Source: an optimization exercise on an open RTL-to-GDS flow (aim: small area). Production flows keep margins and buffers that such runs may drop.
In this exercise RTL edits were held to simulation tests only and were not proved equivalent to the original.
No driver is modelled on the clock port, so clocking that relies on it looks cheaper here than on a real chip.
Power figures rest on the tool's default switching activity, not on a simulated workload.

==> module gc_rel, before the edit <==
module gc_rel (
  input  logic       clk, init, tick,
  input  logic       mv_l, mv_r,      
  input  logic [6:0] kx,
  input  logic [7:0] ky,
  output logic [8:0] gov,
  output logic       hit0,
  output logic [2:0] t8       
);
  logic [3:0] qj, qj_n;
  logic [4:0] qa, qa_n;
  logic [1:0] qb, qb_n;
  always_comb begin
    logic [11:0] s12;
    logic [5:0]  s;     
    logic        cb, dec, neg, over, top, bot;
    cb   = tick & qb[1] & qb[0];
    qb_n = {qb[1] ^ (tick & qb[0]), qb[0] ^ tick};
    dec  = mv_l & ~cb;
    s12  = gc_fn::add12c({7'd0, qa}, {{10{dec}}, dec | (mv_r & cb), dec | (~mv_l & (mv_r ^ cb))}, 1'b0);
    s    = s12[5:0];
    top  = (qj == 4'd12);
    bot  = (qj == 4'd0);
    neg  = s[5];
    over = ~neg & (top ? gc_fn::ge12({6'd0, s}, 12'd20) : gc_fn::ge12({6'd0, s}, 12'd25));
    qj_n = qj;
    qa_n = s[4:0];
    if (over) begin
      qa_n = top ? 5'(s - 6'd20) : 5'(s - 6'd25);
      qj_n = top ? 4'd0 : qj + 4'd1;
    end else if (neg) begin
      qa_n = bot ? 5'd19 : 5'd24;
      qj_n = bot ? 4'd12 : qj - 4'd1;
    end
  end
  always_ff @(posedge clk) begin
    if (init) begin
      qj <= 4'd1;
      qa <= 5'd0;
      qb <= 2'd0;
    end else begin
      qj <= qj_n;
      qa <= qa_n;
      qb <= qb_n;
    end
  end
  logic [6:0] qr;     
  assign qr = {qa, qb};
  assign t8 = {qj[0] ^ qa[0] ^ kx[0], qb};
  function automatic int GY(int j);
    case (j)
      0: GY = 200; 1: GY = 300; 2: GY = 400; 3: GY = 380; 4: GY = 560;
      5: GY = 490; 6: GY = 637; 7: GY = 555; default: GY = 710;
    endcase
  endfunction
  logic [11:0] py;
  assign py = {2'b00, ky, 2'b10};
  logic rlo, rhi;
  assign rlo = gc_fn::ge12({5'd0, qr}, 12'd4);
  always_comb begin
    case (kx)
      7'd3:    rhi = gc_fn::le12({5'd0, qr}, 12'd62);
      7'd4:    rhi = gc_fn::le12({5'd0, qr}, 12'd66);
      default: rhi = gc_fn::le12({5'd0, qr}, 12'd69);
    endcase
  end
  always_comb begin
    for (int j = 0; j < 9; j++) begin
      gov[j] = gc_fn::win12(py, 12'(GY(j) - 31), 12'(GY(j) + 19)) &
               (qj == 4'(3 + j)) & rlo & rhi;
    end
  end
  assign hit0 = gc_fn::win12(py, 12'd169, 12'd229) &
                (((qj == 4'd3) & gc_fn::ge12({5'd0, qr}, 12'd54)) |
                 ((qj == 4'd4) & gc_fn::le12({5'd0, qr}, {3'b000, kx, 2'b00})));
endmodule
==> flow/config.mk <==
export PLATFORM = sky130hd
export DESIGN_NAME = game_core
export DESIGN_NICKNAME = game_core
export VERILOG_FILES = /design/flow/design.v
export SDC_FILE = /design/flow/constraint.sdc
export NUM_CORES = 4
export LEC_CHECK = 0
export CAP_MARGIN = 20
export CORE_MARGIN = 2
export CORE_UTILIZATION = 70
export SLEW_MARGIN = 20
==> flow/constraint.sdc <==
create_clock -name core_clock -period 10.0 [get_ports {slower_clk}]
set_input_delay 2.0000 -clock core_clock [delete_from_list [all_inputs] [get_ports {slower_clk}]]
set_output_delay 2.0000 -clock core_clock [all_outputs]
set_load 0.01 [all_outputs]
standard.sh (not shown) runs the stock make flow with config.mk's settings and CLKGATE_MAP_FILE= SYNTH_SCRIPT=/design/flow/synth_recipe.tcl, a recipe that flattens the netlist after the stock synthesis.
==> flow/flow/run.sh <==
#!/bin/bash
# Own layout flow: the standard flow, with
#  - synthesis mapped by ABC with an area script (SAT-based deep synthesis,
#    then area mapping) and no separate full/half adder extraction; the
#    registers (names, count, cells) are checked against the standard
#    synthesis, and the standard synthesis is used if they differ;
#  - clock tree synthesis without dummy loads, with small clock buffers, of
#    which flow/post_cts.tcl then upsizes those whose output slew is high;
#  - the port buffers (every input and output still gets one) made with the
#    smallest buffer cell.
# Each step's full output goes to a log file in the work folder.
set -euo pipefail
W=$(pwd)
RES=$W/orfs/results/$FLOW_PLATFORM/game_core/base
regs() { grep -oE '^ *sky130_fd_sc_hd__[a-z0-9_]*df[a-z0-9_]* +[^ ]+' "$1" | sed 's/_[0-9]* / /' | awk '{print $1, $2}' | sort; }

# Reference: the standard (hierarchical) synthesis, in its own folder
bash standard.sh WORK_HOME="$W/ref" SYNTH_HIERARCHICAL=1 synth > "$W/ref_synth.log" 2>&1
regs "$W/ref/results/$FLOW_PLATFORM/game_core/base/1_2_yosys.v" > "$W/regs_ref.txt"

sed "s|@ABC@|$W/flow/area.abc|" flow/synth.tcl.in > "$W/own_synth.tcl"
bash standard.sh SYNTH_SCRIPT="$W/own_synth.tcl" ADDER_MAP_FILE= synth > "$W/own_synth.log" 2>&1
regs "$RES/1_2_yosys.v" > "$W/regs_own.txt"
if ! cmp -s "$W/regs_ref.txt" "$W/regs_own.txt" || [[ ! -s "$W/regs_ref.txt" ]]; then
  echo "own synthesis registers differ from the standard synthesis; using the standard synthesis" | tee "$W/own_synth_fallback.txt"
  rm -rf "$W/orfs"
  bash standard.sh synth > "$W/std_synth.log" 2>&1
fi

bash standard.sh \
  "CTS_ARGS=-sink_clustering_enable -repair_clock_nets -dont_use_dummy_load -buf_list sky130_fd_sc_hd__clkbuf_4 -root_buf sky130_fd_sc_hd__clkbuf_8" \
  "POST_CTS_TCL=$W/flow/post_cts.tcl" \
  "BUFFER_PORTS_ARGS=-buffer_cell sky130_fd_sc_hd__buf_1" \
  finish > "$W/own_layout.log" 2>&1
Other scripts of this flow, unchanged in this note and not shown: flow/flow/area.abc, flow/flow/post_cts.tcl, flow/flow/synth.tcl.in
The starting point completed without violations.
Next try:
--- a/flow/design.v
+++ b/flow/design.v
@@ -251,12 +251,15 @@
   logic [11:0] py;
   assign py = {2'b00, ky, 2'b10};
   logic rlo, rhi;
   assign rlo = gc_fn::ge12({5'd0, qr}, 12'd4);
   always_comb begin
     case (kx)
+      7'd0:    rhi = gc_fn::le12({5'd0, qr}, 12'd50);
+      7'd1:    rhi = gc_fn::le12({5'd0, qr}, 12'd54);
+      7'd2:    rhi = gc_fn::le12({5'd0, qr}, 12'd58);
       7'd3:    rhi = gc_fn::le12({5'd0, qr}, 12'd62);
       7'd4:    rhi = gc_fn::le12({5'd0, qr}, 12'd66);
       default: rhi = gc_fn::le12({5'd0, qr}, 12'd69);
     endcase
   end
   always_comb begin
Outcome: The new run completed with no timing, DRC or antenna violations. Synthesized cell count went up by 1.0%. Synthesized area stays flat. Cell area is about the same. Wire length stays flat. Via count is lower by 0.50%. Clock power grows by 9.7%. Maximum frequency climbs by 5.8%. Clock skew rises by 0.0067 ns. Non-clock buffer count fell by 3. First-iteration DRC count decreases by 18%. Die area is about the same. Core utilization went down by 0.22 points. Worst setup slack gains 0.37 ns.

-- port drivers added, routing unchanged --
The flow's constraints put no driver on any port. The routed layouts listed below were extracted and timed again, unchanged, in two steps.
Step 1 sets driving cells, clkbuf_16 on the clock port and buf_2 on the other inputs (assumed; they add their load-dependent delay and slew).
Step 2 adds t to the input delays and takes it off the output delays; t is the mean of the earliest and latest rising clock arrival at the registers after step 1. Input paths then give back, and output paths get back, about the clock's delay inside the block.
a / b / c = ideal / step 1 / step 2; a / b = the first two.
run | shift t [ns] | slack for setup (ns) | worst hold slack (ns)
the first run | 0.394 | 3.269 / 3.269 / 3.269 | 0.427 / 0.427 / 0.427
the second run | 0.391 | 3.636 / 3.636 / 3.636 | 0.404 / 0.404 / 0.404
After both steps every run listed still meets setup and hold.
